What follows belongs to an exercise in optimizing a design on an open flow for small area, a short achievable clock period and few clock cycles per item; a production flow would make more cautious choices. Where RTL was checked, it was by simulation tests only, not by an equivalence proof against the original. For runs 5 and 6, only the layout was checked, not whether the RTL still works. Power is estimated from default activity; no workload was simulated.

--- flow/design.v ---
`default_nettype none
package gf_field_pkg;
   localparam int GF_WIDTH  = 32;
   localparam int GF_HALF   = GF_WIDTH / 2;
   localparam int GF_PROD_W = 2 * GF_WIDTH - 1;
   localparam int GF_PART_W = 2 * GF_HALF - 1;
   localparam int GF_LANES  = 3;
   typedef logic [GF_HALF-1:0]   gf_half_t;
   typedef logic [GF_PART_W-1:0] gf_partial_t;
   typedef logic [GF_PROD_W-1:0] gf_product_t;
   typedef logic [GF_WIDTH-1:0]  gf_word_t;
endpackage
`default_nettype wire
`default_nettype none
package wb_bus_pkg;
   localparam int WB_ADR_W = 4;
   localparam int WB_DAT_W = 32;
   typedef struct packed {
      logic                cyc;
      logic                stb;
      logic                we;
      logic [WB_ADR_W-1:0] adr;
      logic [WB_DAT_W-1:0] dat_w;
   } wb_req_t;
   typedef struct packed {
      logic                ack;
      logic [WB_DAT_W-1:0] dat_r;
   } wb_rsp_t;
   localparam logic [WB_ADR_W-1:0] REG_OPA     = 4'd0;
   localparam logic [WB_ADR_W-1:0] REG_OPB     = 4'd1;
   localparam logic [WB_ADR_W-1:0] REG_PROD_LO = 4'd2;
   localparam logic [WB_ADR_W-1:0] REG_PROD_HI = 4'd3;
   localparam logic [WB_ADR_W-1:0] REG_RESULT  = 4'd4;
   localparam logic [WB_ADR_W-1:0] REG_STATUS  = 4'd5;
   localparam int STATUS_BUSY_BIT = 0;
endpackage
`default_nettype wire
`default_nettype none
module clmul_kara
#(
   parameter int N   = 32,
   parameter int LEV = 1
) (
   input  logic [N-1:0]   a,
   input  logic [N-1:0]   b,
   output logic [2*N-2:0] p
);
   if (LEV == 0 || N < 4) begin : g_sb
      always_comb begin
         p = '0;
         for (int i = 0; i < N; i++) begin
            for (int j = 0; j < N; j++) begin
               p[i+j] = p[i+j] ^ (a[i] & b[j]);
            end
         end
      end
   end else begin : g_k
      localparam int H = N / 2;
      logic [2*H-2:0] z0, z1, z2, mid;
      clmul_kara #(.N(H), .LEV(LEV-1)) u_lo  (.a(a[H-1:0]),            .b(b[H-1:0]),            .p(z0));
      clmul_kara #(.N(H), .LEV(LEV-1)) u_mid (.a(a[H-1:0] ^ a[N-1:H]), .b(b[H-1:0] ^ b[N-1:H]), .p(z1));
      clmul_kara #(.N(H), .LEV(LEV-1)) u_hi  (.a(a[N-1:H]),            .b(b[N-1:H]),            .p(z2));
      assign mid = z0 ^ z1 ^ z2;
      always_comb begin
         p = '0;
         p[2*H-2:0]   = z0;
         p[2*N-2:N]   = z2;
         p[H +: 2*H-1] = p[H +: 2*H-1] ^ mid;
      end
   end
endmodule
`default_nettype wire
`default_nettype none
module gf_reduce
#(
   parameter logic [31:0] FIELD_POLY = 32'h0000_008D
) (
   input  logic [62:0] product,
   output logic [31:0] result
);
   logic [62:0] rem;
   always_comb begin
      rem = product;
      for (int i = 62; i >= 32; i--) begin
         if (rem[i]) begin
            rem = rem ^ (63'd1 << i) ^ ({31'd0, FIELD_POLY} << (i - 32));
         end
      end
   end
   assign result = rem[31:0];
endmodule
`default_nettype wire
`default_nettype none
module gf_mul_top
#(
   parameter logic [31:0] FIELD_POLY = 32'h0000_008D
) (
   input  logic        clk,
   input  logic        rst,
   input  logic        wb_cyc_i,
   input  logic        wb_stb_i,
   input  logic        wb_we_i,
   input  logic [3:0]  wb_adr_i,
   input  logic [31:0] wb_dat_i,
   output logic        wb_ack_o,
   output logic [31:0] wb_dat_o
);
   logic [31:0] op_a;
   logic [31:0] op_b;
   logic [62:0] prod_q;
   logic [62:0] prod_c;
   logic [31:0] result;
   logic        req;
   assign req      = wb_cyc_i && wb_stb_i;
   assign wb_ack_o = req;
   clmul_kara #(.N(32), .LEV(1)) u_clmul (.a(op_a), .b(wb_dat_i), .p(prod_c));
   gf_reduce #(.FIELD_POLY(FIELD_POLY)) u_reduce (.product(prod_q), .result(result));
   always_ff @(posedge clk) begin
      if (rst) begin
         op_a   <= '0;
         op_b   <= '0;
         prod_q <= '0;
      end else if (req && wb_we_i) begin
         if (wb_adr_i == 4'd0) op_a <= wb_dat_i;
         if (wb_adr_i == 4'd1) begin
            op_b   <= wb_dat_i;
            prod_q <= prod_c;
         end
      end
   end
   always_comb begin
      case (wb_adr_i)
         4'd0:    wb_dat_o = op_a;
         4'd1:    wb_dat_o = op_b;
         4'd2:    wb_dat_o = prod_q[31:0];
         4'd3:    wb_dat_o = {1'b0, prod_q[62:32]};
         4'd4:    wb_dat_o = result;
         default: wb_dat_o = '0;
      endcase
   end
endmodule
`default_nettype wire
--- flow/flow/run.sh ---
#!/bin/bash
# The standard layout, with two changes: the input and output port buffers are made from
# plain buf cells, and a222oi (which the library has in one drive strength only, so timing
# repair cannot size it up) is added to the platform's don't-use list.
set -euo pipefail
DONT_USE="sky130_fd_sc_hd__probe_p_8 sky130_fd_sc_hd__probec_p_8 sky130_fd_sc_hd__lpflow_bleeder_1 sky130_fd_sc_hd__lpflow_clkbufkapwr_1 sky130_fd_sc_hd__lpflow_clkbufkapwr_16 sky130_fd_sc_hd__lpflow_clkbufkapwr_2 sky130_fd_sc_hd__lpflow_clkbufkapwr_4 sky130_fd_sc_hd__lpflow_clkbufkapwr_8 sky130_fd_sc_hd__lpflow_clkinvkapwr_1 sky130_fd_sc_hd__lpflow_clkinvkapwr_16 sky130_fd_sc_hd__lpflow_clkinvkapwr_2 sky130_fd_sc_hd__lpflow_clkinvkapwr_4 sky130_fd_sc_hd__lpflow_clkinvkapwr_8 sky130_fd_sc_hd__lpflow_decapkapwr_12 sky130_fd_sc_hd__lpflow_decapkapwr_3 sky130_fd_sc_hd__lpflow_decapkapwr_4 sky130_fd_sc_hd__lpflow_decapkapwr_6 sky130_fd_sc_hd__lpflow_decapkapwr_8 sky130_fd_sc_hd__lpflow_inputiso0n_1 sky130_fd_sc_hd__lpflow_inputiso0p_1 sky130_fd_sc_hd__lpflow_inputiso1n_1 sky130_fd_sc_hd__lpflow_inputiso1p_1 sky130_fd_sc_hd__lpflow_inputisolatch_1 sky130_fd_sc_hd__lpflow_isobufsrc_1 sky130_fd_sc_hd__lpflow_isobufsrc_16 sky130_fd_sc_hd__lpflow_isobufsrc_2 sky130_fd_sc_hd__lpflow_isobufsrc_4 sky130_fd_sc_hd__lpflow_isobufsrc_8 sky130_fd_sc_hd__lpflow_isobufsrckapwr_16 sky130_fd_sc_hd__lpflow_lsbuf_lh_hl_isowell_tap_1 sky130_fd_sc_hd__lpflow_lsbuf_lh_hl_isowell_tap_2 sky130_fd_sc_hd__lpflow_lsbuf_lh_hl_isowell_tap_4 sky130_fd_sc_hd__lpflow_lsbuf_lh_isowell_4 sky130_fd_sc_hd__lpflow_lsbuf_lh_isowell_tap_1 sky130_fd_sc_hd__lpflow_lsbuf_lh_isowell_tap_2 sky130_fd_sc_hd__lpflow_lsbuf_lh_isowell_tap_4 sky130_fd_sc_hd__a222oi_1"
bash standard.sh "BUFFER_PORTS_ARGS=-buffer_cell sky130_fd_sc_hd__buf_4" "DONT_USE_CELLS=$DONT_USE" finish > make_finish.log 2>&1
--- flow/standard.sh ---
#!/bin/bash
# synth_recipe.tcl (not shown) runs the flow's synth.tcl, then flattens the netlist and writes it again
# the make line also repeats each setting of config.mk as NAME=value (left out here)
make -C /OpenROAD-flow-scripts/flow DESIGN_CONFIG=/design/flow/config.mk WORK_HOME=/design/flow/orfs CLKGATE_MAP_FILE= SYNTH_SCRIPT=/design/flow/synth_recipe.tcl "${@:-finish}"
--- flow/config.mk ---
export PLATFORM = sky130hd
export DESIGN_NAME = gf_mul_top
export DESIGN_NICKNAME = gf_mul_top
export VERILOG_FILES = /design/flow/design.v
export SDC_FILE = /design/flow/constraint.sdc
export NUM_CORES = 4
export LEC_CHECK = 0
export CAP_MARGIN = 20
export CORE_MARGIN = 2
export CORE_UTILIZATION = 40
export SETUP_SLACK_MARGIN = 0.6
export SLEW_MARGIN = 20
--- flow/constraint.sdc ---
create_clock -name core_clock -period 3.0 [get_ports {clk}]
set_input_delay 0.6000 -clock core_clock [delete_from_list [all_inputs] [get_ports {clk}]]
set_output_delay 0.6000 -clock core_clock [all_outputs]
set_load 0.01 [all_outputs]
==> flow_summary.json, run 1 <==
{
  "maxClockFrequency_ghz": 0.376,
  "layout-drive-gt1-share": 0.225,
  "synth-async-reset-ratio": 0,
  "cp-end-kind": "output pin",
  "layout_min_cycle_time_ns": 2.66,
  "cts_made_buffers": 17,
  "globalRoute.totalOverflow": 0,
  "layout.cells.most_common_list": "sky130_fd_sc_hd__nand2_1, sky130_fd_sc_hd__xnor2_1, sky130_fd_sc_hd__nor2_1",
  "clock_tree.buffer_depth": 2,
  "leading_cell_type_in_the_layout_fill_and_taps_excluded": "sky130_fd_sc_hd__nand2_1",
  "synth.lib_cells_used.distinct": 29,
  "path_class": "reg -> out",
  "crit_path_cell_trace": "buf_12 -> xor2_4 -> xor2_2 -> xnor2_1 -> xnor2_1 -> o21ai_1 -> buf_4",
  "worst_hold_slack_across_all_endpoints_ns": 0.458,
  "antenna_left": 0,
  "drt-total-wl_um": 71200,
  "place_ws_ns": 0.0364,
  "edff_count_synth": 0,
  "layout.filler_cells": 4077,
  "initial_core_util": 0.403,
  "clock_pin_slew_of_the_registers_on_the_worst_case_setup_and_hold_paths_ns": 0.06,
  "ys_warn_count": 4,
  "wire_per_inst_um": 21.9,
  "postSynthNetCount": 2584,
  "route.vias.total": 17600,
  "vias_per_cell": 5.40,
  "rsz0062_at_grt": "yes",
  "floorplan.core_area_um2": 42900,
  "ir_drop_uv": 327,
  "largest_clock_skew_in_the_final_design_ns": 0.0148,
  "crit_fanout": 3,
  "die_span_in_y_um": 212,
  "die_outline_area_um2": 44900,
  "critical_path.slowest_cell": "sky130_fd_sc_hd__dfxtp_4",
  "p_leak_nw": 7.43,
  "htreeDepth": 4,
  "synth_top_cells_by_area": "sky130_fd_sc_hd__xnor2_1, sky130_fd_sc_hd__nand2_1, sky130_fd_sc_hd__dfxtp_1, sky130_fd_sc_hd__xor2_1, sky130_fd_sc_hd__nor2_1",
  "worst_hold_path_type": "in -> reg",
  "final-hold-violation-count": 0,
  "clkLatencyLatePin_ns": 0.46,
  "worst_setup_path_start_kind": "flip-flop",
  "post_synth_inst_count": 2543,
  "largest_net_degree_at_the_start_of_global_routing": 56,
  "worst_case_headroom_to_the_max_slew_limit": 0.569,
  "post-synth-top-area-fraction": 0.336,
  "yosys_register_bits": 127,
  "synthToLayoutAreaGrowth_pct": 28.1,
  "maxSlewViolCount": 0,
  "tritoncts_clock_tree": "yes",
  "worst_slack_ns": 0.341,
  "post_synthesis_cell_area_um2": 17300,
  "max-cap-violations": 0,
  "tightestPinTransition_ns": 0.647,
  "synth_area_per_cell_um2": 6.80,
  "synth_ff_type": "sky130_fd_sc_hd__dfxtp_1",
  "numPortBuffers": 73,
  "most_frequent_cp_cell": "sky130_fd_sc_hd__xnor2_1",
  "critPathRequiredTime_ns": 2.40,
  "yosys.area.top_type": "sky130_fd_sc_hd__xnor2_1",
  "clock_sinks": 127,
  "io-pin-count": 74,
  "initial_antenna_violation_count": 0,
  "worstPathArrival_ns": 2.06,
  "gp_congestion": 0.928,
  "grt.total_usage": 0.312,
  "grt_first_pass_wirelength_um": 105000,
  "setup_viol": 0,
  "clock-root-buffer": "sky130_fd_sc_hd__clkbuf_16",
  "post-route-period-util": 0.886,
  "num_rows": 76,
  "vias_in_the_first_global_route": 16900,
  "cellPowerDensity_nw_per_um2": 220,
  "cpPeakStageDelay_ns": 0.41,
  "remaining_drc_errors": 0,
  "synth.yosys.seq_area_share": 0.147,
  "antenna_cells_inserted": 0,
  "place.detailed.hpwl_um": 48500,
  "first_pass_iters": 6,
  "die_width_um": 212,
  "layout.nets": 2701,
  "outcome": "no timing/DRC/antenna violations",
  "drt_first_iter_violations": 2028
}
synthesized netlist by cell type (5+ instances only):
cell                       count
sky130_fd_sc_hd__dfxtp_1     127
sky130_fd_sc_hd__a22o_1        5
sky130_fd_sc_hd__xnor3_1      11
sky130_fd_sc_hd__a211oi_1     40
sky130_fd_sc_hd__buf_2       123
sky130_fd_sc_hd__nand2_1     695
sky130_fd_sc_hd__buf_4        19
sky130_fd_sc_hd__xor2_1      173
sky130_fd_sc_hd__xnor2_2      20
sky130_fd_sc_hd__o21ai_0      27
sky130_fd_sc_hd__nor2_1      340
sky130_fd_sc_hd__clkbuf_1     95
sky130_fd_sc_hd__a22oi_1      50
sky130_fd_sc_hd__xnor2_4       8
sky130_fd_sc_hd__xnor2_1     663
sky130_fd_sc_hd__a21oi_1      92
sky130_fd_sc_hd__nand3_1      28
sky130_fd_sc_hd__buf_1         6
worst paths after layout:
| kind | startpoint | end | slack [ns] | cells after the start |
|---|---|---|---|---|
| setup / recovery | prod_q[61]$_SDFFE_PP0P_ | wb_dat_o[4] | 0.34 | 7 |
| hold / removal | wb_dat_i[7] | op_a[7]$_SDFFE_PP0P_ | 0.46 | 3 |
| setup reg to reg | op_a[13]$_SDFFE_PP0P_ | prod_q[24]$_SDFFE_PP0P_ | 0.61 | 10 |
| hold reg to reg | op_b[17]$_SDFFE_PP0P_ | op_b[17]$_SDFFE_PP0P_ | 0.46 | 2 |
metal layers:
layer | track usage | up-vias | part of all wire
met5 | 0 | - | 0
met4 | 0.122 | 0 | 0.037
met3 | 0.0482 | 172 | 0.086
met2 | 0.503 | 933 | 0.46
met1 | 0.417 | 8441 | 0.41
li1 | - | 8058 | -
critical path: cells and delay by family, from the launching register on:
kind,cells,cell delay (ns)
buffers and inverters,2,0.28
DFF,1,0.41
AOI/OAI and AO/OA,1,0.21
xor gates and xnor gates,4,0.69
metrics by stage:
stage | cell area [um2] | std cells | TNS [ns] | total power [mW] | util
after floorplan | 17500 | 2543 | 0 | 2.31 | -
after global placement | 19100 | 3134 | -0.000774 | 2.69 | 0.445
after detailed placement | 19100 | 3134 | 0 | 2.70 | 0.445
after CTS | 20800 | 3206 | 0 | 4.80 | 0.485
after global routing | 22200 | 3258 | 0 | 4.99 | 0.517
final | 22200 | 3258 | 0 | 4.88 | 0.517
where the power goes:
part	internal, mW	switching (mW)
registers	1.66	0.0159
clock network	1.15	0.952
logic	0.428	0.670
kinds of logic (layout without fill, tap and decap cells):
kind of cell,Yosys count,in the layout,share of synthesized area
AO/OA/AOI/OAI,219,219,0.0786
flip-flops,127,127,0.147
buffers and inverters,245,369,0.0671
XOR/XNOR,875,875,0.469
AND/OR/NAND/NOR,1077,1083,0.238
repair_timing:
action / in CTS / in global routing
hold endpoints to repair: 0 / 0
pin swaps: 58 / 86
cloned: 8 / 2
hold buffers: 0 / 0
resized for setup: 183 / 176
endpoints found under the setup margin: 49 / 52
setup buffers: 32 / 50
area by class of cell:
type | instances | area, um2 | area share
clock buffer | 18 | 429 | 0.0194
clock inverter | 14 | 134 | 0.00604
multi-input combinational | 2177 | 14900 | 0.671
sequential | 127 | 2710 | 0.122
tap | 585 | 732 | 0.0330
timing repair buffer | 337 | 3280 | 0.148
registers in the layout, indices dropped and copies added (netlist names):
name and count:
op_b 32, op_a 32, prod_q 63
Testbench counts, summed over its fixed seeds: cycles 11,152, items 3,200.
==> inputs of run 2 (changes only) <==
--- a/flow/config.mk
+++ b/flow/config.mk
@@ -9,4 +9,4 @@
 export CORE_MARGIN = 2
 export CORE_UTILIZATION = 40
-export SETUP_SLACK_MARGIN = 0.6
+export SETUP_SLACK_MARGIN = 0.45
 export SLEW_MARGIN = 20
==> run 2 against run 1 <==
Net effect: first-iteration DRC count fell by 1.3%; wire length decreased by 0.31%; global-route usage is 0.19 points higher; largest power group unchanged; combinational power is 5% lower; non-clock buffer count down 50; synthesized cell count unchanged; maximum frequency up 0.33%; highest routed layer unchanged; cell area down 6.3%; count of clock-buffer cells in the layout unchanged; register-to-register slack worse by 0.10 ns; sequential share of layout area increased by 0.38 points; still clean; synthesized area did not move.
==> flow_summary.json, run 2 <==
{
  "outcome": "no timing/DRC/antenna violations",
  "layout.cells.most_common_list": "sky130_fd_sc_hd__nand2_1, sky130_fd_sc_hd__xnor2_1, sky130_fd_sc_hd__nor2_1",
  "floorplan.core_area_um2": 42900,
  "initial_antenna_violation_count": 0,
  "first_pass_iters": 6,
  "globalRoute.totalOverflow": 0,
  "setup_viol": 0,
  "synth_most_common_cell": "sky130_fd_sc_hd__nand2_1",
  "synth.lib_cells_used.distinct": 29,
  "gp_congestion": 0.934,
  "critPathLaunch": "prod_q[62]$_SDFFE_PP0P_",
  "worstPathArrival_ns": 2.05,
  "largest_register_ff_count": 63,
  "tightestPinTransition_ns": 0.768,
  "layout.filler_cells": 4221,
  "numPortBuffers": 73,
  "synth-async-reset-ratio": 0,
  "post-synth-top-area-fraction": 0.336,
  "setup_total_negative_slack_ns": 0,
  "synth_area_per_cell_um2": 6.80,
  "final-hold-violation-count": 0,
  "clock-root-buffer": "sky130_fd_sc_hd__clkbuf_16",
  "post_synthesis_cell_area_um2": 17300,
  "largest_register": "prod_q",
  "max-cap-violations": 0,
  "initial_core_util": 0.403,
  "clkLatencyLatePin_ns": 0.45,
  "worst_hold_path_type": "in -> reg",
  "num_rows": 76,
  "holdBufCountCts": 0,
  "clock_pin_slew_of_the_registers_on_the_worst_case_setup_and_hold_paths_ns": 0.06,
  "maxClockFrequency_ghz": 0.377,
  "p_leak_nw": 6.90,
  "die_width_um": 212,
  "path_class": "reg -> out",
  "worst_setup_path_start_kind": "flip-flop",
  "clock_tree.buffer_depth": 2,
  "tritoncts_clock_tree": "yes",
  "rr_startpoint": "op_a[3]$_SDFFE_PP0P_",
  "synthTopCellsByCount": "sky130_fd_sc_hd__nand2_1, sky130_fd_sc_hd__xnor2_1, sky130_fd_sc_hd__nor2_1",
  "cts_made_buffers": 17,
  "post_synth_inst_count": 2543,
  "layout_min_cycle_time_ns": 2.65,
  "grt_first_pass_wirelength_um": 105000,
  "rsz0062_at_grt": "yes",
  "post-route-period-util": 0.883,
  "postSynthNetCount": 2584,
  "die_span_in_y_um": 212,
  "yosys_register_bits": 127,
  "antenna_left": 0,
  "place.detailed.hpwl_um": 49100,
  "synth_ff_type": "sky130_fd_sc_hd__dfxtp_1",
  "total_power_mw": 5.11,
  "layout.nets": 2650,
  "route.vias.total": 17400,
  "remaining_drc_errors": 0,
  "largest_registers": "prod_q (63), op_a (32), op_b (32)",
  "leading_cell_type_in_the_layout_fill_and_taps_excluded": "sky130_fd_sc_hd__nand2_1",
  "synth_top_cells_by_area": "sky130_fd_sc_hd__xnor2_1, sky130_fd_sc_hd__nand2_1, sky130_fd_sc_hd__dfxtp_1, sky130_fd_sc_hd__xor2_1, sky130_fd_sc_hd__nor2_1",
  "io-pin-count": 74,
  "wire_per_inst_um": 22.1,
  "edff_count_synth": 0,
  "yosys.area.top_type": "sky130_fd_sc_hd__xnor2_1",
  "cp-end-kind": "output pin",
  "ys_warn_count": 4,
  "layout-drive-gt1-share": 0.172,
  "area.sequential_um2": 2620,
  "synthToLayoutAreaGrowth_pct": 20.1,
  "multi_input_area_um2": 14200,
  "drt-total-wl_um": 71000,
  "crit_fanout": 4,
  "synth.yosys.seq_area_share": 0.147,
  "clock_sinks": 127,
  "worst_case_headroom_to_the_max_slew_limit": 0.488,
  "critPathRequiredTime_ns": 2.40,
  "hold_start": "wb_dat_i[26]",
  "grt.total_usage": 0.314,
  "vias_per_cell": 5.43,
  "htreeDepth": 4,
  "vias_in_the_first_global_route": 16600,
  "worst_hold_slack_across_all_endpoints_ns": 0.446,
  "drt_first_iter_violations": 2002,
  "die_outline_area_um2": 44900,
  "layout.core_utilization": 0.484,
  "cellPowerDensity_nw_per_um2": 246,
  "largest_net_degree_at_the_start_of_global_routing": 64,
  "maxSlewViolCount": 0,
  "antenna_cells_inserted": 0,
  "largest_clock_skew_in_the_final_design_ns": 0.0107,
  "ir_drop_uv": 452
}
## run 2: cell count changes in the layout (fill, tap and decap cells not counted), moves of 11 or more
cell	previous run	this run
sky130_fd_sc_hd__a22oi_2	21	4
sky130_fd_sc_hd__buf_8	13	2
sky130_fd_sc_hd__buf_6	34	23
sky130_fd_sc_hd__buf_12	36	20
sky130_fd_sc_hd__o21ai_2	18	6
sky130_fd_sc_hd__xnor2_1	621	634
sky130_fd_sc_hd__xnor2_4	32	18
sky130_fd_sc_hd__dfxtp_1	68	92
sky130_fd_sc_hd__a22oi_1	29	46
sky130_fd_sc_hd__dfxtp_4	38	14
sky130_fd_sc_hd__xor2_1	155	166
## run 2: cell families after synthesis
kind of cell,after synthesis,synth area share
AND/OR/NAND/NOR,1077,0.238
flip-flops,127,0.147
XOR/XNOR,875,0.469
AO/OA/AOI/OAI,219,0.0786
buffers and inverters,245,0.0671
## run 2: cell type report
class | instances | share of cell area
clock buffers | 18 | 0.0207
flip-flops and latches | 127 | 0.126
clock inverters | 14 | 0.00988
multi-input cells | 2176 | 0.685
well taps | 585 | 0.0352
repair buffers | 287 | 0.123
## run 2: critical path, stage by stage, from the launching register on
cell and delay, ns:
sky130_fd_sc_hd__dfxtp_4 0.38, sky130_fd_sc_hd__buf_12 0.14, sky130_fd_sc_hd__xor2_4 0.28, sky130_fd_sc_hd__xnor2_1 0.20, sky130_fd_sc_hd__nand2_1 0.10, sky130_fd_sc_hd__o211ai_1 0.31
sky130_fd_sc_hd__buf_4 0.19
## run 2: report_power, final
group | internal (mW) | leakage (nW) | switching [mW]
clock network | 1.41 | 0.301 | 0.961
logic | 0.377 | 5.56 | 0.664
registers | 1.68 | 1.05 | 0.0131
## run 2: worst paths after layout
check             slack [ns]                       to  cells past startpoint
setup reg to reg        0.51  prod_q[32]$_SDFFE_PP0P_                      9
setup / recovery        0.35              wb_dat_o[5]                      6
hold reg to reg         0.46     op_b[9]$_SDFFE_PP0P_                      2
hold / removal          0.45    op_a[26]$_SDFFE_PP0P_                      3
## run 2: metrics by stage
stage          instance area (um2)  cells  setup slack, ns
6_report                     20800   3207            0.350
3_5_place_dp                 19100   3139           0.0156
2_1_floorplan                17300   2543            0.455
5_1_grt                      20800   3207            0.346
4_1_cts                      20100   3183            0.376
3_3_place_gp                 19100   3139           0.0266
## run 2: what timing repair did
item,CTS,global route
resized for setup,57,101
gates cloned,4,3
buffers inserted,8,21
pin swaps,10,35
endpoints found under the setup margin,46,50
## run 2: layer usage
layer,global-route usage,up-vias,part of all wire
met5,0,-,0
met4,0.152,0,0.047
met3,0.0455,176,0.093
met2,0.492,949,0.45
met1,0.421,8340,0.41
li1,-,7954,-
==> inputs of run 3 (changes only) <==
--- a/flow/config.mk
+++ b/flow/config.mk
@@ -8,5 +8,5 @@
 export CAP_MARGIN = 20
 export CORE_MARGIN = 2
-export CORE_UTILIZATION = 40
-export SETUP_SLACK_MARGIN = 0.45
+export CORE_UTILIZATION = 55
+export SETUP_SLACK_MARGIN = 0.3
 export SLEW_MARGIN = 20
==> run 3 against run 2 <==
Net effect: largest cell class unchanged; count of clock-buffer cells in the layout increased by 2; flip-flop and latch count unchanged; sequential power about the same; final cell count decreased by 7.0%.
==> flow_summary.json, run 3 <==
{
  "die_width_um": 181,
  "numPortBuffers": 73,
  "die_span_in_y_um": 181,
  "place.detailed.hpwl_um": 46600,
  "layout-drive-gt1-share": 0.135,
  "worst_hold_path_type": "reg -> reg",
  "largest_registers": "prod_q (63), op_a (32), op_b (32)",
  "synth-async-reset-ratio": 0,
  "post-synth-top-area-fraction": 0.336,
  "edff_count_synth": 0,
  "numPlacedInstances": 2939,
  "drt_first_iter_violations": 1776,
  "clock_sinks": 127,
  "cp-end-kind": "output pin",
  "max-cap-violations": 0,
  "globalRoute.totalOverflow": 0,
  "maxSlewViolCount": 0,
  "cts_made_buffers": 17,
  "crit_fanout": 23,
  "synthToLayoutAreaGrowth_pct": 12.7,
  "regToRegEndpoint": "prod_q[35]$_SDFFE_PP0P_",
  "final-hold-violation-count": 0,
  "clock-root-buffer": "sky130_fd_sc_hd__clkbuf_16",
  "total_power_mw": 4.70,
  "grt.total_usage": 0.401,
  "largest_clock_skew_in_the_final_design_ns": 0.00667,
  "yosys_register_bits": 127,
  "antenna_left": 0,
  "route.vias.total": 17100,
  "layout.core_utilization": 0.634,
  "htreeDepth": 4,
  "placed_cell_area_um2": 18700,
  "drt-total-wl_um": 66400,
  "ir_drop_uv": 419,
  "wire_per_inst_um": 22.3,
  "ys_warn_count": 4,
  "synth.lib_cells_used.distinct": 29,
  "initial_core_util": 0.562,
  "synth.yosys.seq_area_share": 0.147,
  "global_route.usage.met3": 0.0689,
  "most_frequent_cp_cell": "sky130_fd_sc_hd__buf_4",
  "rr_startpoint": "op_a[28]$_SDFFE_PP0P_",
  "largest_net_degree_at_the_start_of_global_routing": 55,
  "clock_pin_slew_of_the_registers_on_the_worst_case_setup_and_hold_paths_ns": 0.06,
  "setup_total_negative_slack_ns": 0,
  "remaining_drc_errors": 0,
  "first_pass_iters": 6,
  "yosys.area.top_type": "sky130_fd_sc_hd__xnor2_1",
  "buf_inv_stages_crit_path": 3,
  "floorplan.core_area_um2": 30700,
  "rsz0062_at_grt": "yes",
  "synth_ff_type": "sky130_fd_sc_hd__dfxtp_1",
  "cellPowerDensity_nw_per_um2": 241,
  "synthTopCellsByCount": "sky130_fd_sc_hd__nand2_1, sky130_fd_sc_hd__xnor2_1, sky130_fd_sc_hd__nor2_1",
  "met1_usage_grt": 0.521,
  "maxClockFrequency_ghz": 0.370,
  "largest_register_ff_count": 63,
  "clock_tree.buffer_depth": 2,
  "vias_in_the_first_global_route": 16200,
  "clkLatencyLatePin_ns": 0.44,
  "gp_congestion": 0.955,
  "setup_viol": 0,
  "die_outline_area_um2": 32900,
  "io-pin-count": 74,
  "layout.filler_cells": 2868,
  "cpPeakStageDelay_ns": 0.59,
  "use_met2": 0.641,
  "p_leak_nw": 6.46,
  "post_synth_inst_count": 2543,
  "holdBufCountCts": 0,
  "layout.nets": 2614,
  "critPathTopFamily": "simple AND/OR/NAND/NOR gates",
  "outcome": "no timing/DRC/antenna violations",
  "largest_register": "prod_q",
  "post-route-period-util": 0.901,
  "num_rows": 64,
  "leading_cell_type_in_the_layout_fill_and_taps_excluded": "sky130_fd_sc_hd__nand2_1",
  "synth_top_cells_by_area": "sky130_fd_sc_hd__xnor2_1, sky130_fd_sc_hd__nand2_1, sky130_fd_sc_hd__dfxtp_1, sky130_fd_sc_hd__xor2_1, sky130_fd_sc_hd__nor2_1",
  "hold_path_depth": 2,
  "crit_path_cell_trace": "buf_4 -> or4b_4 -> buf_12 -> nor2_2 -> o21ai_1 -> o211ai_1 -> buf_4",
  "postSynthNetCount": 2584,
  "post_synthesis_cell_area_um2": 17300,
  "busiest_layer": "met2",
  "worst_hold_slack_across_all_endpoints_ns": 0.457,
  "synth_most_common_cell": "sky130_fd_sc_hd__nand2_1",
  "layout.cells.most_common_list": "sky130_fd_sc_hd__nand2_1, sky130_fd_sc_hd__xnor2_1, sky130_fd_sc_hd__nor2_1",
  "hold_start": "op_b[6]$_SDFFE_PP0P_",
  "timing.reg2reg.worst_path_depth": 9,
  "critPathRequiredTime_ns": 2.40,
  "reg2reg_setup_slack_ns": 0.37,
  "initial_antenna_violation_count": 0,
  "vias_per_cell": 5.74,
  "place_ws_ns": 0.179,
  "final_cells": 2982,
  "worst_slack_ns": 0.298,
  "layout_min_cycle_time_ns": 2.70,
  "worstPathArrival_ns": 2.10,
  "synth_area_per_cell_um2": 6.80,
  "path_class": "in -> out",
  "antenna_cells_inserted": 0,
  "tightestPinTransition_ns": 0.642,
  "critical_path.slowest_cell": "sky130_fd_sc_hd__or4b_4",
  "worst_case_headroom_to_the_max_slew_limit": 0.572,
  "final_area_um2": 19500,
  "tritoncts_clock_tree": "yes",
  "worst_setup_path_start_kind": "input pin",
  "grt_first_pass_wirelength_um": 100000,
  "holdPathEnd": "op_b[6]$_SDFFE_PP0P_"
}
==> run 3: where the power goes <==
group          switching [mW]  internal [mW]  total, mW
registers              0.0124           1.69       1.71
clock network           0.862           1.16       2.03
logic                   0.629          0.344      0.972
total                    1.50           3.20       4.70
==> run 3: worst reg2reg max path, cell delays in order (launching register included) <==
cell	delay (ns)
sky130_fd_sc_hd__dfxtp_2	0.54
sky130_fd_sc_hd__buf_4	0.30
sky130_fd_sc_hd__nand2_1	0.10
sky130_fd_sc_hd__xor2_1	0.15
sky130_fd_sc_hd__xnor2_1	0.22
sky130_fd_sc_hd__xnor2_1	0.11
sky130_fd_sc_hd__xnor2_1	0.44
sky130_fd_sc_hd__xnor2_1	0.17
sky130_fd_sc_hd__xnor2_1	0.35
sky130_fd_sc_hd__a211oi_1	0.13
==> run 3: repair_timing <==
item / 4_1_cts / 5_1_grt
gates cloned: 1 / 0
pin swaps: 0 / 7
hold endpoints to repair: 0 / 0
buffers inserted: 0 / 10
resized for setup: 6 / 27
endpoints found under the setup margin: 28 / 22
==> run 3: cell type report <==
cell class,count,area [um2],share of cell area
Tap cell,396,495,0.0254
Multi-Input combinational cell,2171,13700,0.704
Clock inverter,12,114,0.00584
Sequential cell,127,2560,0.131
Timing Repair Buffer,256,2150,0.111
Clock buffer,20,447,0.0229
==> run 3: worst max-delay path by stage <==
stage                             from                      end  slack (ns)  cells after the start
2_1_floorplan              wb_adr_i[1]             wb_dat_o[29]        0.30                      7
3_3_place_gp              wb_dat_i[23]  prod_q[35]$_SDFFE_PP0P_        0.18                     10
3_5_place_dp              wb_dat_i[23]  prod_q[35]$_SDFFE_PP0P_        0.18                     10
4_1_cts        prod_q[62]$_SDFFE_PP0P_              wb_dat_o[2]        0.19                      7
5_1_grt        prod_q[44]$_SDFFE_PP0P_             wb_dat_o[14]        0.26                      6
6_report                   wb_adr_i[3]              wb_dat_o[5]        0.30                      7
==> run 3: cells by family (layout without fill, tap and decap cells) <==
group	after synthesis	count (layout)	share of synthesized area
compound gates	219	219	0.0786
xor+xnor	875	875	0.469
buf+inv	245	288	0.0671
flops	127	127	0.147
simple gates	1077	1077	0.238
==> run 3: layer usage <==
layer | routed length (um) | vias to the layer above
li1 | - | 7853
met1 | 26200 | 8098
met2 | 29800 | 978
met3 | 6750 | 201
met4 | 3690 | 0
met5 | 0 | -
==> inputs of run 4 (changes only) <==
--- a/flow/config.mk
+++ b/flow/config.mk
@@ -8,5 +8,5 @@
 export CAP_MARGIN = 20
 export CORE_MARGIN = 2
-export CORE_UTILIZATION = 55
+export CORE_UTILIZATION = 40
 export SETUP_SLACK_MARGIN = 0.3
 export SLEW_MARGIN = 20
==> run 4 against run 3 <==
Net effect: critical path depth unchanged; setup slack better by 0.020 ns; cell area up 1.5%; clock power about the same; flip-flop and latch count unchanged; combinational power up 5%; largest power group unchanged; highest routed layer unchanged.
==> flow_summary.json, run 4 <==
{
  "outcome": "no timing/DRC/antenna violations",
  "p_leak_nw": 6.50,
  "path_class": "reg -> out",
  "synth.lib_cells_used.distinct": 29,
  "post_synthesis_cell_area_um2": 17300,
  "grt.total_usage": 0.309,
  "floorplan.core_area_um2": 42900,
  "crit_fanout": 6,
  "globalRoute.totalOverflow": 0,
  "place_ws_ns": 0.158,
  "clock_tree.buffer_depth": 2,
  "largest_registers": "prod_q (63), op_a (32), op_b (32)",
  "antenna_cells_inserted": 0,
  "final_cells": 3178,
  "numPortBuffers": 73,
  "post-synth-top-area-fraction": 0.336,
  "vias_in_the_first_global_route": 16200,
  "layout.filler_cells": 4328,
  "critPathRequiredTime_ns": 2.40,
  "vias_per_cell": 5.37,
  "holdBufCountCts": 0,
  "postSynthNetCount": 2584,
  "tightestPinTransition_ns": 0.613,
  "layout.nets": 2621,
  "initial_core_util": 0.403,
  "cellPowerDensity_nw_per_um2": 241,
  "ys_warn_count": 4,
  "numPlacedInstances": 3136,
  "initial_antenna_violation_count": 0,
  "largest_register_ff_count": 63,
  "post-route-period-util": 0.894,
  "wire_per_inst_um": 21.7,
  "edff_count_synth": 0,
  "worst_setup_path_start_kind": "flip-flop",
  "route.vias.total": 17100,
  "largest_register": "prod_q",
  "final-hold-violation-count": 0,
  "cpPeakStageDelay_ns": 0.38,
  "synth-async-reset-ratio": 0,
  "max-cap-violations": 0,
  "worst_slack_ns": 0.317,
  "synth_most_common_cell": "sky130_fd_sc_hd__nand2_1",
  "num_rows": 76,
  "io-pin-count": 74,
  "rsz0062_at_grt": "yes",
  "worstPathArrival_ns": 2.08,
  "cts_made_buffers": 17,
  "synth.yosys.seq_area_share": 0.147,
  "buf_inv_stages_crit_path": 2,
  "worst_hold_path_type": "reg -> reg",
  "drt-total-wl_um": 68900,
  "critPathTopFamily": "XOR/XNOR gates",
  "first_pass_iters": 7,
  "clock_pin_slew_of_the_registers_on_the_worst_case_setup_and_hold_paths_ns": 0.06,
  "remaining_drc_errors": 0,
  "clkLatencyLatePin_ns": 0.45,
  "synth_area_per_cell_um2": 6.80,
  "layout.cells.most_common_list": "sky130_fd_sc_hd__nand2_1, sky130_fd_sc_hd__xnor2_1, sky130_fd_sc_hd__nor2_1",
  "synthTopCellsByCount": "sky130_fd_sc_hd__nand2_1, sky130_fd_sc_hd__xnor2_1, sky130_fd_sc_hd__nor2_1",
  "layout_min_cycle_time_ns": 2.68,
  "synth_top_cells_by_area": "sky130_fd_sc_hd__xnor2_1, sky130_fd_sc_hd__nand2_1, sky130_fd_sc_hd__dfxtp_1, sky130_fd_sc_hd__xor2_1, sky130_fd_sc_hd__nor2_1",
  "maxSlewViolCount": 0,
  "synthToLayoutAreaGrowth_pct": 14.4,
  "setup_viol": 0,
  "grt_first_pass_wirelength_um": 104000,
  "htreeDepth": 4,
  "largest_net_degree_at_the_start_of_global_routing": 53,
  "setup_total_negative_slack_ns": 0,
  "crit_path_cell_trace": "xnor2_2 -> xnor2_2 -> xnor2_1 -> buf_4 -> nand2_1 -> o211ai_1 -> buf_4",
  "die_width_um": 212,
  "yosys_register_bits": 127,
  "post_synth_inst_count": 2543,
  "worst_case_headroom_to_the_max_slew_limit": 0.592,
  "die_outline_area_um2": 44900,
  "leading_cell_type_in_the_layout_fill_and_taps_excluded": "sky130_fd_sc_hd__nand2_1",
  "clock-root-buffer": "sky130_fd_sc_hd__clkbuf_16",
  "place.detailed.hpwl_um": 49000,
  "worst_hold_slack_across_all_endpoints_ns": 0.457,
  "synth_ff_type": "sky130_fd_sc_hd__dfxtp_1",
  "tritoncts_clock_tree": "yes",
  "yosys.area.top_type": "sky130_fd_sc_hd__xnor2_1",
  "ir_drop_uv": 297,
  "gp_congestion": 0.924,
  "largest_clock_skew_in_the_final_design_ns": 0.0140,
  "cp-end-kind": "output pin",
  "layout-drive-gt1-share": 0.136,
  "clock_sinks": 127,
  "maxClockFrequency_ghz": 0.373,
  "die_span_in_y_um": 212,
  "critical_path.slowest_cell": "sky130_fd_sc_hd__dfxtp_4",
  "drt_first_iter_violations": 1950,
  "antenna_left": 0
}
==> run 4: cell types whose count changed in the layout (fill, tap and decap cells not counted), moves of 3 or more <==
cell	delta
sky130_fd_sc_hd__dfxtp_2	-6
sky130_fd_sc_hd__buf_4	+4
sky130_fd_sc_hd__dfxtp_1	+4
sky130_fd_sc_hd__buf_12	+3
sky130_fd_sc_hd__inv_6	+3
sky130_fd_sc_hd__xor2_1	+3
==> run 4: worst paths after layout <==
| path | startpoint | endpoint | slack, ns | cells after the start |
|---|---|---|---|---|
| worst max-delay path | prod_q[62]$_SDFFE_PP0P_ | wb_dat_o[2] | 0.32 | 7 |
| worst min-delay path | op_b[6]$_SDFFE_PP0P_ | op_b[6]$_SDFFE_PP0P_ | 0.46 | 2 |
| worst max register to register | op_a[20]$_SDFFE_PP0P_ | prod_q[27]$_SDFFE_PP0P_ | 0.38 | 10 |
| worst min register to register | op_b[6]$_SDFFE_PP0P_ | op_b[6]$_SDFFE_PP0P_ | 0.46 | 2 |
==> run 4: per-stage QoR <==
stage	power, mW	util	area, um2
after detailed placement	2.73	0.444	19000
after global placement	2.72	0.444	19000
after global routing	4.89	0.461	19800
after floorplan	2.28	-	17300
final	4.77	0.461	19800
after CTS	4.76	0.458	19700
==> run 4: cells by family (layout without fill, tap and decap cells) <==
| group | after synthesis | count (layout) | synth area share |
|---|---|---|---|
| and+or+nand+nor | 1077 | 1077 | 0.238 |
| buffers and inverters | 245 | 295 | 0.0671 |
| xor gates and xnor gates | 875 | 875 | 0.469 |
| AOI/OAI and AO/OA | 219 | 219 | 0.0786 |
| DFF | 127 | 127 | 0.147 |
==> run 4: per-layer routing <==
metal,track usage,up-vias,share of wire
met5,0,-,0
met4,0.119,0,0.039
met3,0.0392,152,0.089
met2,0.495,895,0.45
met1,0.421,8156,0.42
li1,-,7878,-
==> run 4: repair_timing <==
action / 4_1_cts / 5_1_grt
buffers inserted: 0 / 9
setup endpoints to repair: 25 / 23
gates resized for setup: 9 / 20
pin swaps: 1 / 6
cloned: 1 / 0
==> run 4: report_power, final <==
part | total (mW) | internal (mW) | leakage [nW] | switching, mW
registers | 1.70 | 1.69 | 1.03 | 0.0117
logic | 1.02 | 0.371 | 5.21 | 0.644
clock network | 2.05 | 1.15 | 0.256 | 0.902
==> run 4: worst register-to-register path: stages (launching register included) <==
cell and delay (ns):
sky130_fd_sc_hd__dfxtp_1 0.58, sky130_fd_sc_hd__buf_4 0.32, sky130_fd_sc_hd__nand2_1 0.10, sky130_fd_sc_hd__xor2_1 0.17, sky130_fd_sc_hd__xnor2_1 0.14, sky130_fd_sc_hd__xnor2_1 0.33
sky130_fd_sc_hd__xnor2_1 0.15, sky130_fd_sc_hd__buf_4 0.18, sky130_fd_sc_hd__xnor2_1 0.26, sky130_fd_sc_hd__xnor2_1 0.09, sky130_fd_sc_hd__a211oi_1 0.23
==> run 4: cell type report <==
class / count / area [um2] / share of cell area
flip-flops and latches: 127 / 2560 / 0.130
clock inverters: 14 / 133 / 0.00671
multi-input cells: 2171 / 13700 / 0.692
repair buffers: 263 / 2240 / 0.113
well taps: 585 / 732 / 0.0370
clock buffers: 18 / 429 / 0.0217
==> inputs of run 5 (changes only) <==
--- a/flow/design.v
+++ b/flow/design.v
@@ -40,5 +40,6 @@
 #(
    parameter int N   = 32,
-   parameter int LEV = 1
+   parameter int LEV = 1,
+   parameter int XLEV = 0     
 ) (
    input  logic [N-1:0]   a,
@@ -58,7 +59,7 @@
       localparam int H = N / 2;
       logic [2*H-2:0] z0, z1, z2, mid;
-      clmul_kara #(.N(H), .LEV(LEV-1)) u_lo  (.a(a[H-1:0]),            .b(b[H-1:0]),            .p(z0));
+      clmul_kara #(.N(H), .LEV(LEV-1+XLEV)) u_lo  (.a(a[H-1:0]),            .b(b[H-1:0]),            .p(z0));
       clmul_kara #(.N(H), .LEV(LEV-1)) u_mid (.a(a[H-1:0] ^ a[N-1:H]), .b(b[H-1:0] ^ b[N-1:H]), .p(z1));
-      clmul_kara #(.N(H), .LEV(LEV-1)) u_hi  (.a(a[N-1:H]),            .b(b[N-1:H]),            .p(z2));
+      clmul_kara #(.N(H), .LEV(LEV-1+XLEV)) u_hi  (.a(a[N-1:H]),            .b(b[N-1:H]),            .p(z2));
       assign mid = z0 ^ z1 ^ z2;
       always_comb begin
@@ -114,5 +115,5 @@
    assign req      = wb_cyc_i && wb_stb_i;
    assign wb_ack_o = req;
-   clmul_kara #(.N(32), .LEV(1)) u_clmul (.a(op_a), .b(wb_dat_i), .p(prod_c));
+   clmul_kara #(.N(32), .LEV(1), .XLEV(1)) u_clmul (.a(op_a), .b(wb_dat_i), .p(prod_c));
    gf_reduce #(.FIELD_POLY(FIELD_POLY)) u_reduce (.product(prod_q), .result(result));
    always_ff @(posedge clk) begin
==> run 5 against run 4 <==
Net effect: critical path depth down 2; utilization increased by 4.3 points; register-to-register slack got worse by 0.03 ns; sequential power barely moved; first-iteration DRC count fell by 1.9%; worst hold slack got worse by 0.0013 ns; global-route usage decreased by 0.77 points; die area is 7.8% lower; sequential share of layout area rose by 0.15 points; largest cell class unchanged; highest routed layer is now met5.
==> flow_summary.json, run 5 <==
{
  "outcome": "no timing/DRC/antenna violations",
  "regToRegEndpoint": "prod_q[28]$_SDFFE_PP0P_",
  "tritoncts_clock_tree": "yes",
  "grt.total_usage": 0.301,
  "first_pass_iters": 6,
  "die_span_in_y_um": 204,
  "path_class": "in -> out",
  "worst_hold_path_type": "reg -> reg",
  "antenna_cells_inserted": 0,
  "yosys_register_bits": 127,
  "clock_pin_slew_of_the_registers_on_the_worst_case_setup_and_hold_paths_ns": 0.06,
  "synthTopCellsByCount": "sky130_fd_sc_hd__xnor2_1, sky130_fd_sc_hd__nor2_1, sky130_fd_sc_hd__nand2_1",
  "place.detailed.hpwl_um": 46900,
  "reg2reg_setup_slack_ns": 0.35,
  "tightestPinTransition_ns": 0.719,
  "setup_total_negative_slack_ns": 0,
  "crit_path_cell_trace": "buf_4 -> or4b_4 -> bufbuf_16 -> o21ai_0 -> buf_4",
  "cellPowerDensity_nw_per_um2": 256,
  "grt_first_pass_wirelength_um": 93900,
  "worst-path-stages": 5,
  "layout.cells.most_common_list": "sky130_fd_sc_hd__xnor2_1, sky130_fd_sc_hd__nor2_1, sky130_fd_sc_hd__nand2_1",
  "num_rows": 73,
  "worstPathArrival_ns": 2.12,
  "place_ws_ns": -0.159,
  "synth.yosys.seq_area_share": 0.160,
  "ys_warn_count": 6,
  "final_cells": 2963,
  "synth_ff_type": "sky130_fd_sc_hd__dfxtp_1",
  "layout.filler_cells": 3747,
  "layout-drive-gt1-share": 0.197,
  "die_width_um": 204,
  "crit_fanout": 25,
  "rsz0062_at_grt": "yes",
  "synthToLayoutAreaGrowth_pct": 25.2,
  "worst_slack_ns": 0.280,
  "critPathLaunch": "wb_adr_i[0]",
  "numPlacedInstances": 2915,
  "globalRoute.totalOverflow": 0,
  "drt-total-wl_um": 63200,
  "synth_most_common_cell": "sky130_fd_sc_hd__xnor2_1",
  "floorplan.core_area_um2": 39500,
  "setup_viol": 0,
  "max-cap-violations": 0,
  "holdBufCountCts": 0,
  "ir_drop_uv": 352,
  "worst_setup_path_start_kind": "input pin",
  "edff_count_synth": 0,
  "buf_inv_stages_crit_path": 3,
  "cpPeakStageDelay_ns": 0.57,
  "cp-end-kind": "output pin",
  "timing.reg2reg.worst_path_depth": 9,
  "post_synth_inst_count": 2258,
  "die_outline_area_um2": 41400,
  "clock-root-buffer": "sky130_fd_sc_hd__clkbuf_16",
  "initial_antenna_violation_count": 1,
  "post-route-period-util": 0.907,
  "critPathRequiredTime_ns": 2.40,
  "clock_tree.buffer_depth": 2,
  "route.vias.total": 16100,
  "io-pin-count": 74,
  "critical_path.slowest_cell": "sky130_fd_sc_hd__or4b_4",
  "leading_cell_type_in_the_layout_fill_and_taps_excluded": "sky130_fd_sc_hd__xnor2_1",
  "yosys.area.top_type": "sky130_fd_sc_hd__xnor2_1",
  "vias_in_the_first_global_route": 14700,
  "layout_min_cycle_time_ns": 2.72,
  "maxSlewViolCount": 0,
  "worst_case_headroom_to_the_max_slew_limit": 0.521,
  "synth_top_cells_by_area": "sky130_fd_sc_hd__xnor2_1, sky130_fd_sc_hd__dfxtp_1, sky130_fd_sc_hd__nor2_1, sky130_fd_sc_hd__nand2_1, sky130_fd_sc_hd__xor2_1",
  "rr_startpoint": "op_a[9]$_SDFFE_PP0P_",
  "wire_per_inst_um": 21.3,
  "clock_sinks": 127,
  "largest_clock_skew_in_the_final_design_ns": 0.0150,
  "worst_hold_slack_across_all_endpoints_ns": 0.456,
  "gp_congestion": 0.958,
  "largest_register": "prod_q",
  "synth.lib_cells_used.distinct": 31,
  "antenna_left": 0,
  "clkLatencyLatePin_ns": 0.44,
  "critPathTopFamily": "buffers and inverters",
  "htreeDepth": 4,
  "largest_net_degree_at_the_start_of_global_routing": 62,
  "vias_per_cell": 5.42,
  "final-hold-violation-count": 0,
  "layout.core_utilization": 0.504,
  "cts_made_buffers": 17,
  "maxClockFrequency_ghz": 0.368,
  "numPortBuffers": 73,
  "post_synthesis_cell_area_um2": 15900,
  "layout.nets": 2466,
  "synth-async-reset-ratio": 0,
  "largest_registers": "prod_q (63), op_a (32), op_b (32)",
  "p_leak_nw": 7.43,
  "timing.critical_path.to": "wb_dat_o[9]",
  "initial_core_util": 0.403,
  "remaining_drc_errors": 0,
  "largest_register_ff_count": 63,
  "most_frequent_cp_cell": "sky130_fd_sc_hd__buf_4",
  "drt_first_iter_violations": 1913,
  "post-synth-top-area-fraction": 0.323,
  "postSynthNetCount": 2299,
  "synth_area_per_cell_um2": 7.05
}
## run 5: how the worst min path moves through the flow
stage	start	slack, ns	endpoint	cells past startpoint
2_1_floorplan	op_b[13]$_SDFFE_PP0P_	0.44	op_b[13]$_SDFFE_PP0P_	2
3_5_place_dp	op_b[16]$_SDFFE_PP0P_	0.45	op_b[16]$_SDFFE_PP0P_	2
3_3_place_gp	op_b[17]$_SDFFE_PP0P_	0.44	op_b[17]$_SDFFE_PP0P_	2
6_report	op_b[10]$_SDFFE_PP0P_	0.46	op_b[10]$_SDFFE_PP0P_	2
5_1_grt	wb_dat_i[26]	0.46	op_a[26]$_SDFFE_PP0P_	3
4_1_cts	wb_dat_i[28]	0.46	op_a[28]$_SDFFE_PP0P_	3
## run 5: kinds of logic (layout without fill, tap and decap cells)
group / after synthesis / count (layout) / share of synthesized area
multiplexers: 1 / 1 / 0.000707
AND/OR/NAND/NOR: 936 / 936 / 0.225
buffers and inverters: 183 / 363 / 0.0486
AO/OA/AOI/OAI: 219 / 219 / 0.0883
XOR/XNOR: 792 / 792 / 0.477
flip-flops: 127 / 127 / 0.160
## run 5: worst reg2reg max path, stage by stage (launching register included)
cell                       delay, ns
sky130_fd_sc_hd__dfxtp_2        0.46
sky130_fd_sc_hd__buf_4          0.23
sky130_fd_sc_hd__nand2_1        0.10
sky130_fd_sc_hd__xnor2_1        0.24
sky130_fd_sc_hd__xnor2_2        0.19
sky130_fd_sc_hd__xnor2_4        0.15
sky130_fd_sc_hd__xnor3_1        0.44
sky130_fd_sc_hd__xnor3_1        0.39
sky130_fd_sc_hd__xnor2_1        0.15
sky130_fd_sc_hd__a211oi_2       0.22
## run 5: where the power goes
| group | switching (mW) | internal [mW] |
|---|---|---|
| sequential | 0.0161 | 1.68 |
| clock | 0.982 | 1.27 |
| combinational | 0.668 | 0.472 |
| total | 1.67 | 3.43 |
## run 5: cell type report
type / instances / area (um2) / share of cell area
multi-input cells: 1948 / 13300 / 0.665
repair buffers: 331 / 2800 / 0.140
flip-flops and latches: 127 / 2610 / 0.131
well taps: 525 / 657 / 0.0330
clock buffers: 17 / 425 / 0.0213
clock inverters: 15 / 191 / 0.00960
## run 5: repair_timing
item / CTS / global route
setup endpoints to repair: 43 / 44
gates cloned: 1 / 0
resized for setup: 56 / 73
hold endpoints to repair: 0 / 0
pin swaps: 1 / 21
buffers inserted: 0 / 15
## run 5: per-layer routing
metal,part of all wire,vias up,GRT usage
met2,0.43,893,0.458
met3,0.097,165,0.0455
li1,-,7404,-
met4,0.050,2,0.138
met5,0.00024,-,0
met1,0.42,7599,0.418
## run 5: metrics by stage
step	power (mW)	cell area, um2
3_5_place_dp	2.83	18500
6_report	5.09	19900
2_1_floorplan	2.29	16000
5_1_grt	5.22	19900
4_1_cts	5.06	19400
3_3_place_gp	2.82	18500
==> inputs of run 6 (changes only) <==
--- a/flow/design.v
+++ b/flow/design.v
@@ -40,6 +40,5 @@
 #(
    parameter int N   = 32,
-   parameter int LEV = 1,
-   parameter int XLEV = 0     
+   parameter int LEV = 1
 ) (
    input  logic [N-1:0]   a,
@@ -59,7 +58,7 @@
       localparam int H = N / 2;
       logic [2*H-2:0] z0, z1, z2, mid;
-      clmul_kara #(.N(H), .LEV(LEV-1+XLEV)) u_lo  (.a(a[H-1:0]),            .b(b[H-1:0]),            .p(z0));
+      clmul_kara #(.N(H), .LEV(LEV-1)) u_lo  (.a(a[H-1:0]),            .b(b[H-1:0]),            .p(z0));
       clmul_kara #(.N(H), .LEV(LEV-1)) u_mid (.a(a[H-1:0] ^ a[N-1:H]), .b(b[H-1:0] ^ b[N-1:H]), .p(z1));
-      clmul_kara #(.N(H), .LEV(LEV-1+XLEV)) u_hi  (.a(a[N-1:H]),            .b(b[N-1:H]),            .p(z2));
+      clmul_kara #(.N(H), .LEV(LEV-1)) u_hi  (.a(a[N-1:H]),            .b(b[N-1:H]),            .p(z2));
       assign mid = z0 ^ z1 ^ z2;
       always_comb begin
@@ -70,4 +69,15 @@
       end
    end
+endmodule
+module clmul_32x16
+(
+   input  logic [31:0] a,
+   input  logic [15:0] b,
+   output logic [46:0] p
+);
+   logic [30:0] lo, hi;
+   clmul_kara #(.N(16), .LEV(0)) u_lo (.a(a[15:0]),  .b(b), .p(lo));
+   clmul_kara #(.N(16), .LEV(0)) u_hi (.a(a[31:16]), .b(b), .p(hi));
+   assign p = {16'd0, lo} ^ {hi, 16'd0};
 endmodule
 `default_nettype wire
@@ -110,10 +120,19 @@
    logic [31:0] op_b;
    logic [62:0] prod_q;
-   logic [62:0] prod_c;
+   logic        busy;       
+   logic        sel_new;    
+   logic [15:0] mul_b;
+   logic [46:0] part;
    logic [31:0] result;
    logic        req;
-   assign req      = wb_cyc_i && wb_stb_i;
-   assign wb_ack_o = req;
-   clmul_kara #(.N(32), .LEV(1), .XLEV(1)) u_clmul (.a(op_a), .b(wb_dat_i), .p(prod_c));
+   logic        wr;
+   logic        hold;
+   assign req  = wb_cyc_i && wb_stb_i;
+   assign wr   = req && wb_we_i;
+   assign hold = busy && (wb_we_i ? (wb_adr_i == 4'd1)
+                                  : (wb_adr_i == 4'd2 || wb_adr_i == 4'd3 || wb_adr_i == 4'd4));
+   assign wb_ack_o = req && !hold;
+   assign mul_b = sel_new ? wb_dat_i[31:16] : op_b[15:0];
+   clmul_32x16 u_clmul (.a(op_a), .b(mul_b), .p(part));
    gf_reduce #(.FIELD_POLY(FIELD_POLY)) u_reduce (.product(prod_q), .result(result));
    always_ff @(posedge clk) begin
@@ -122,22 +141,32 @@
          op_b   <= '0;
          prod_q <= '0;
-      end else if (req && wb_we_i) begin
-         if (wb_adr_i == 4'd0) op_a <= wb_dat_i;
-         if (wb_adr_i == 4'd1) begin
+         busy   <= 1'b0;
+         sel_new <= 1'b1;
+      end else begin
+         busy <= 1'b0;
+         sel_new <= 1'b1;
+         if (busy) begin
+            prod_q <= {prod_q[46:0], 16'd0} ^ {16'd0, part};
+         end else if (wr && wb_adr_i == 4'd1) begin
             op_b   <= wb_dat_i;
-            prod_q <= prod_c;
+            prod_q <= {16'd0, part};
+            busy   <= 1'b1;
+            sel_new <= 1'b0;
          end
+         if (wr && wb_adr_i == 4'd0) op_a <= wb_dat_i;
       end
    end
+   logic [31:0] rd_other;
    always_comb begin
       case (wb_adr_i)
-         4'd0:    wb_dat_o = op_a;
-         4'd1:    wb_dat_o = op_b;
-         4'd2:    wb_dat_o = prod_q[31:0];
-         4'd3:    wb_dat_o = {1'b0, prod_q[62:32]};
-         4'd4:    wb_dat_o = result;
-         default: wb_dat_o = '0;
+         4'd0:    rd_other = op_a;
+         4'd1:    rd_other = op_b;
+         4'd2:    rd_other = prod_q[31:0];
+         4'd3:    rd_other = {1'b0, prod_q[62:32]};
+         4'd5:    rd_other = {31'd0, busy};
+         default: rd_other = '0;
       endcase
    end
+   assign wb_dat_o = rd_other | (result & {32{wb_adr_i == 4'd4}});
 endmodule
 `default_nettype wire
==> run 6 against run 5 <==
Net effect: maximum frequency rose by 0.63%; highest routed layer is now met4; synthesized cell count shrank 12%; non-clock buffer count down 136; worst hold slack got worse by 0.057 ns; clock skew decreased by 0.0039 ns; register-to-register slack improved by 0.05 ns; die area decreased by 13%.
==> flow_summary.json, run 6 <==
{
  "edff_count_synth": 0,
  "critPathRequiredTime_ns": 2.40,
  "worst_case_headroom_to_the_max_slew_limit": 0.455,
  "initial_core_util": 0.409,
  "initial_antenna_violation_count": 1,
  "p_leak_nw": 5.03,
  "die_outline_area_um2": 35900,
  "final_cells": 2467,
  "antenna_left": 0,
  "yosys_register_bits": 129,
  "largest_register": "prod_q",
  "floorplan.core_area_um2": 33700,
  "post_synth_inst_count": 1994,
  "synth.lib_cells_used.distinct": 40,
  "die_span_in_y_um": 190,
  "cts_made_buffers": 17,
  "worst_hold_slack_across_all_endpoints_ns": 0.399,
  "cellPowerDensity_nw_per_um2": 283,
  "rsz0062_at_grt": "yes",
  "route.vias.total": 13900,
  "largest_clock_skew_in_the_final_design_ns": 0.0111,
  "vias_in_the_first_global_route": 13200,
  "setup_total_negative_slack_ns": 0,
  "clock_pin_slew_of_the_registers_on_the_worst_case_setup_and_hold_paths_ns": 0.07,
  "cp-end-kind": "output pin",
  "largest_registers": "prod_q (63), op_a (32), op_b (32)",
  "first_pass_iters": 7,
  "total_power_mw": 4.49,
  "worst_setup_path_start_kind": "flip-flop",
  "globalRoute.totalOverflow": 0,
  "vias_per_cell": 5.62,
  "ir_drop_uv": 420,
  "layout.cells.most_common_list": "sky130_fd_sc_hd__nand2_1, sky130_fd_sc_hd__xnor2_1, sky130_fd_sc_hd__buf_4",
  "clkLatencyLatePin_ns": 0.45,
  "synthTopCellsByCount": "sky130_fd_sc_hd__nand2_1, sky130_fd_sc_hd__xnor2_1, sky130_fd_sc_hd__dfxtp_1",
  "largest_net_degree_at_the_start_of_global_routing": 56,
  "numPlacedInstances": 2431,
  "num_rows": 67,
  "crit_fanout": 6,
  "worstPathArrival_ns": 2.10,
  "clock_sinks": 129,
  "worst_slack_ns": 0.297,
  "yosys.area.top_type": "sky130_fd_sc_hd__xnor2_1",
  "ys_warn_count": 3,
  "wire_per_inst_um": 22.5,
  "path_class": "reg -> out",
  "tritoncts_clock_tree": "yes",
  "grt_first_pass_wirelength_um": 83200,
  "synth.yosys.seq_area_share": 0.188,
  "htreeDepth": 4,
  "clock_tree.buffer_depth": 2,
  "synth_ff_type": "sky130_fd_sc_hd__dfxtp_1",
  "worst_hold_path_type": "in -> reg",
  "met1_usage_grt": 0.411,
  "synth-async-reset-ratio": 0,
  "use_met2": 0.462,
  "synthToLayoutAreaGrowth_pct": 15.2,
  "remaining_drc_errors": 0,
  "synth_most_common_cell": "sky130_fd_sc_hd__nand2_1",
  "synth_area_per_cell_um2": 6.91,
  "io-pin-count": 74,
  "postSynthNetCount": 2035,
  "holdBufCountCts": 0,
  "setup_viol": 0,
  "layout-drive-gt1-share": 0.145,
  "place.detailed.hpwl_um": 39600,
  "synth_top_cells_by_area": "sky130_fd_sc_hd__xnor2_1, sky130_fd_sc_hd__nand2_1, sky130_fd_sc_hd__dfxtp_1, sky130_fd_sc_hd__xor2_1, sky130_fd_sc_hd__a21oi_1",
  "drt-total-wl_um": 55400,
  "drt_first_iter_violations": 1890,
  "largest_register_ff_count": 63,
  "gp_congestion": 0.962,
  "outcome": "no timing/DRC/antenna violations",
  "max-cap-violations": 0,
  "post-route-period-util": 0.901,
  "maxSlewViolCount": 0,
  "grt.total_usage": 0.307,
  "post_synthesis_cell_area_um2": 13800,
  "layout_min_cycle_time_ns": 2.70,
  "post-synth-top-area-fraction": 0.295,
  "global_route.usage.met3": 0.0729,
  "clock-root-buffer": "sky130_fd_sc_hd__clkbuf_16",
  "maxClockFrequency_ghz": 0.370,
  "leading_cell_type_in_the_layout_fill_and_taps_excluded": "sky130_fd_sc_hd__nand2_1",
  "final-hold-violation-count": 0,
  "place_ws_ns": 0.278,
  "tightestPinTransition_ns": 0.817,
  "die_width_um": 190,
  "antenna_cells_inserted": 0,
  "numPortBuffers": 73,
  "layout.nets": 2048,
  "busiest_layer": "met2"
}
run 6: changes by cell type in the layout (fill, tap and decap cells not counted), sizes merged, moves of 9 or more:
cell    delta
a211oi    -22
a21oi     +19
a221oi     +9
xnor2    -131
nor2     -412
nand2    +310
xor2      -45
buf      -136
nand3      -9
xnor3     -25
mux2      +15
run 6: critical path, cell delays in order, from the launching register on:
cell and delay, ns:
sky130_fd_sc_hd__dfxtp_4 0.48, sky130_fd_sc_hd__xor2_4 0.19, sky130_fd_sc_hd__xnor2_2 0.13, sky130_fd_sc_hd__buf_6 0.14, sky130_fd_sc_hd__xnor2_1 0.13, sky130_fd_sc_hd__o21ai_0 0.10, sky130_fd_sc_hd__a22oi_1 0.19, sky130_fd_sc_hd__nand3_1 0.12
sky130_fd_sc_hd__buf_4 0.17
run 6: kinds of logic (layout without fill, tap and decap cells):
logic type             after synthesis  after routing  share of synthesized area
AND/OR/NAND/NOR                    822            822                      0.229
XOR/XNOR                           588            588                      0.390
AO/OA/AOI/OAI                      233            233                      0.107
buffers and inverters              204            229                     0.0689
flip-flops                         129            129                      0.188
multiplexers                        18             18                     0.0170
run 6: final cells by class:
type                       count  area, um2
fill                        3457      17800
clock buffer                  18        439
timing repair buffer         195       1630
multi-input combinational   1661      10400
clock inverter                13        178
inverter                       3       11.3
tap                          448        561
sequential                   129       2610
run 6: final timing paths:
path / start / endpoint / slack, ns / depth (start not counted)
max: prod_q[62]$_SDFFE_PP0P_ / wb_dat_o[2] / 0.30 / 8
min: wb_dat_i[14] / op_a[14]$_SDFFE_PP0P_ / 0.40 / 3
max reg2reg: sel_new$_SDFF_PP1_ / prod_q[12]$_SDFFE_PP0P_ / 0.40 / 10
min reg2reg: op_b[18]$_SDFFE_PP0P_ / op_b[18]$_SDFFE_PP0P_ / 0.47 / 2
run 6: metal layers:
layer | wire length, um | up-vias
met5 | 0 | -
met4 | 2750 | 0
met3 | 6320 | 177
met2 | 23800 | 845
met1 | 22600 | 6593
li1 | - | 6257
run 6: power by group:
part / switching, mW / leakage (nW) / internal [mW]
Clock: 0.917 / 0.301 / 1.34
Combinational: 0.329 / 3.68 / 0.163
Sequential: 0.0146 / 1.05 / 1.72
run 6: per-stage QoR:
step | utilization | area (um2)
after floorplan | - | 13800
after global placement | 0.445 | 15000
after detailed placement | 0.445 | 15000
after CTS | 0.465 | 15700
after global routing | 0.471 | 15900
final | 0.471 | 15900
run 6: repair_timing:
item	CTS	global route
endpoints found under the setup margin	9	20
gates resized for setup	9	41
setup buffers	1	4
pin swaps	1	10

[separate check: timing with driven ports]
The results above use ideal ports. As a check the final layouts listed here were re-extracted and re-timed, cells and wires unchanged.
Step 1, drivers: a clkbuf_16 drives clk and a buf_2 each remaining input, both assumed.
Step 2 adds t to the input delays and takes it off the output delays; t is the mean of the earliest and latest rising clock arrival at the registers after step 1. Input paths then give back, and output paths get back, about the clock's delay inside the block.
a / b / c = no drivers / after step 1 / after step 2; a / b = the first two.
run | shift t [ns] | setup WS [ns] | worst hold slack (ns) | worst setup path at the end
run 1 | 0.516 | 0.341 / 0.270 / 0.179 | 0.458 / 0.420 / 0.461 | input to register
run 2 | 0.493 | 0.350 / 0.301 / 0.026 | 0.446 / 0.419 / 0.456 | input to register
run 3 | 0.488 | 0.298 / 0.271 / 0.104 | 0.457 / 0.457 / 0.457 | input to register
run 4 | 0.488 | 0.317 / 0.266 / 0.125 | 0.457 / 0.457 / 0.457 | input to register
run 5 | 0.484 | 0.280 / 0.258 / -0.042 | 0.456 / 0.431 / 0.456 | input to register
run 6 | 0.497 | 0.297 / 0.244 / 0.209 | 0.399 / 0.371 / 0.468 | input to register
With both steps, setup timing fails in run 5, where it was met with ideal ports. The setup slack of run 2, which loses most, moves by -0.049 ns with the drivers and by -0.324 ns with both steps.
